Background: an optimization exercise with open tools, aiming at small area, a short achievable clock period and few clock cycles per item. Do not read the settings as production practice. The RTL was checked by simulation tests, not by an equivalence proof against the original design.

Design chacha_keystream_block_core, start of the top module:
module chacha_keystream_block_core (
  input  logic                            clk_i,
  input  logic                            rst_ni,
  input  logic                            in_valid_i,
  output logic                            in_stall_o,
  input  logic [chacha_pkg::CounterW-1:0] block_counter_i,
  output logic                            out_valid_o,
  input  logic                            out_stall_i,
  output logic [chacha_pkg::WordW-1:0]    keystream_word_o,
  output logic [chacha_pkg::IdxW-1:0]     word_index_o,
  output logic                            last_word_o,
  input  logic                            cfg_valid_i,
  output logic                            cfg_ready_o,
  input  logic [chacha_pkg::CfgIdxW-1:0]  cfg_index_i,
  input  logic [chacha_pkg::CfgDataW-1:0] cfg_data_i
);
  chacha_pkg::chacha_cmd_t cmd;
  chacha_pkg::chacha_sts_t sts;
  chacha_ctrl u_ctrl (
    .clk_i       (clk_i),
    .rst_ni      (rst_ni),
    .in_valid_i  (in_valid_i),
    .in_stall_o  (in_stall_o),
    .out_stall_i (out_stall_i),
    .out_valid_o (out_valid_o),
    .cmd_o       (cmd),
    .sts_i       (sts)
  );
  chacha_dp u_dp (
    .clk_i            (clk_i),
    .rst_ni           (rst_ni),
    .cmd_i            (cmd),
    .sts_o            (sts),
    .block_counter_i  (block_counter_i),
    .cfg_valid_i      (cfg_valid_i),
    .cfg_ready_o      (cfg_ready_o),
    .cfg_index_i      (cfg_index_i),
    .cfg_data_i       (cfg_data_i),
    .keystream_word_o (keystream_word_o),
    .word_index_o     (word_index_o),
    .last_word_o      (last_word_o)
  );
endmodule
Settings: LEC_CHECK=0, CAP_MARGIN=35, CORE_MARGIN=2, CORE_UTILIZATION=55, CTS_CLUSTER_DIAMETER=55, CTS_CLUSTER_SIZE=15, SLEW_MARGIN=35; clock period 10.0 ns.
standard.sh (not shown) runs the stock make flow with config.mk's settings and CLKGATE_MAP_FILE= SYNTH_SCRIPT=/design/flow/synth_recipe.tcl, a recipe that flattens the netlist after the stock synthesis.
==> flow/flow/run.sh <==
#!/bin/bash
set -euo pipefail
bash standard.sh SETUP_SLACK_MARGIN=6.4 finish > flow_make.log 2>&1
Testbench counts at the start, summed over its fixed seeds: cycles 9,888, blocks 384.
==> next run, changes <==
Settings changed: CTS_CLUSTER_DIAMETER 55 to 70, CTS_CLUSTER_SIZE 15 to 20.
Synthesized cell count does not change.
Setup slack got worse by 81 ps.
Clock skew drops by 18 ps.
Final area drops by 2.1%.
Sequential share of layout area climbs by 1.1 points.
Die area is unchanged.
Routed wire length drops by 0.74%.
First-iteration DRC count drops by 3.3%.
Worst hold slack stays flat.
Via count drops by 0.90%.
==> next run, changes <==
==> flow/flow/run.sh (replaced) <==
#!/bin/bash
set -euo pipefail
bash standard.sh SETUP_SLACK_MARGIN=6.0 finish > flow_make.log 2>&1
Settings changed: CORE_UTILIZATION 55 to 45, CTS_CLUSTER_DIAMETER 70 to unset, CTS_CLUSTER_SIZE 20 to unset.
Outcome: Setup slack degrades by 360 ps. Via count came out lower slightly. Routed wire length came out higher by a few percent. First-iteration DRC count came out lower by a few percent. Count of clock-buffer cells in the layout came out higher by 204. Synthesized area is unchanged. Cell area came out higher by a few percent. Flip-flop and latch count does not change.
==> next run, changes <==
==> flow/flow/run.sh (replaced) <==
#!/bin/bash
set -euo pipefail
bash standard.sh SETUP_SLACK_MARGIN=6.4 finish > flow_make.log 2>&1
Settings changed: CORE_UTILIZATION 45 to 55.
What happened:
- routed wire length decreases by 3.5%
- maximum frequency is higher by 11%
- setup slack gets better by 410 ps
- core utilization rises by 12 points

========
v6:
Another version of the RTL of chacha_keystream_block_core (not shown whole).
Size in the first run: about 10000 cells after synthesis, about 180 I/O pins, ~0.13 sq mm of cells after synthesis.
export LEC_CHECK = 0
export CAP_MARGIN = 35
export CORE_MARGIN = 2
export CORE_UTILIZATION = 40
export SETUP_SLACK_MARGIN = 0.4
export SLEW_MARGIN = 35
create_clock -name core_clock -period 10.0 [get_ports {clk_i}]
run.sh (not shown) runs the stock make flow with config.mk's settings and CLKGATE_MAP_FILE= SYNTH_SCRIPT=/design/flow/synth_recipe.tcl, a recipe that flattens the netlist after the stock synthesis.
Stock flow here: none of the scripts above is used.
v6 finished every step from synthesis to the final layout, and the layout passed the timing, design-rule and antenna checks.
Testbench counts of v6, summed over its fixed seeds: cycles 9,920, blocks 384.
Edits applied to the flow inputs when going from v6 to v7:
- swapping 40 for 50 in CORE_UTILIZATION
- swapping 0.4 for 5 in SETUP_SLACK_MARGIN
## What came out
- The routed length on met2 of v7 is lower than that of v6.
- Worst setup path startpoint: u_dp.rb_q[262]$_DFF_P_ -> v7, u_dp.rd_q[480]$_DFF_P_ -> v6
- | fraction of met2 tracks used by global routing | lower: v6 |
- The core of v7 is more densely filled than that of v6.
- Diff v6 -> v7: global-route usage went up by 7.3 points, layout filler cell count moved down, first-pass GRT wire length moved down, aggregate routed wire length went down 5.0%.

========
chacha_keystream_block_core, a different RTL version from the one above (not shown whole).
Size in the first run: about 3,400 flip-flops, ~180 I/O pins, ~120,000 um2 of cells after synthesis.
Settings: LEC_CHECK=0, CAP_MARGIN=35, CORE_MARGIN=2, CORE_UTILIZATION=45, CTS_BUF_LIST=sky130_fd_sc_hd__clkbuf_4 sky130_fd_sc_hd__clkbuf_8, SETUP_SLACK_MARGIN=5, SLEW_MARGIN=35; clock period 10.0 ns.
The first run passed the timing, design-rule and antenna checks.
Testbench counts at the start, summed over its fixed seeds: cycles 9,920, blocks 384.
==> next run, changes <==
==> flow/flow/run.sh (new file) <==
#!/bin/bash
set -euo pipefail
bash standard.sh SETUP_SLACK_MARGIN=6.0 finish > flow_make.log 2>&1
==> flow/standard.sh (new file) <==
#!/bin/bash
# synth_recipe.tcl (not shown) runs the flow's synth.tcl, then flattens the netlist and writes it again
# the make line also repeats each setting of config.mk as NAME=value (left out here)
make -C /OpenROAD-flow-scripts/flow DESIGN_CONFIG=/design/flow/config.mk WORK_HOME=/design/flow/orfs CLKGATE_MAP_FILE= SYNTH_SCRIPT=/design/flow/synth_recipe.tcl "${@:-finish}"
Settings changed: CTS_BUF_LIST sky130_fd_sc_hd__clkbuf_4 sky130_fd_sc_hd__clkbuf_8 to default, SETUP_SLACK_MARGIN 5 to default.
removed: flow/run.sh
The changed run produced a clean layout.
Routed wire length fell by a few percent.
Cell count fell by a few percent.
First-iteration DRC count rose by a few percent.
Sequential share of layout area fell by 0.30 points.
Worst setup slack improves by 0.94 ns.

-- re-timing with driven ports --
The flow's constraints put no driver on any port. The routed layouts listed below were extracted and timed again, unchanged, in two steps.
Step 1 sets driving cells, clkbuf_16 on the clock port and buf_2 on the other inputs (assumed; they add their load-dependent delay and slew).
Step 2, shift: input delay + t, output delay - t, t = (earliest + latest rising clock arrival at the registers) / 2. This alone moves slack from input paths to output paths.
Three values: no drivers, after step 1, after step 2; two values: the first two.
| run | t, ns | setup WS [ns] | worst setup path at the end |
|---|---|---|---|
| the first run of note 1 | 1.063 | 6.290 / 6.290 / 5.506 | input to register |
| the second run of note 1 | 1.027 | 6.209 / 6.209 / 5.475 | input to register |
| the third run of note 1 | 1.059 | 5.851 / 5.851 / 5.094 | input to register |
| the fourth run of note 1 | 1.067 | 6.260 / 6.260 / 5.474 | input to register |
| v6 | 1.083 | 5.002 / 5.002 / 4.877 | input to register |
| v7 | 1.073 | 5.137 / 5.137 / 4.873 | input to register |
| the first run of note 3 | 1.309 | 4.939 / 4.939 / 4.837 | input to register |
| the second run of note 3 | 1.038 | 5.876 / 5.876 / 5.169 | input to register |
After both steps every run listed still meets setup and hold. For the fourth run of note 1, which loses most, drivers alone change the setup slack by 0.000 ns; drivers and shift together by -0.786 ns.
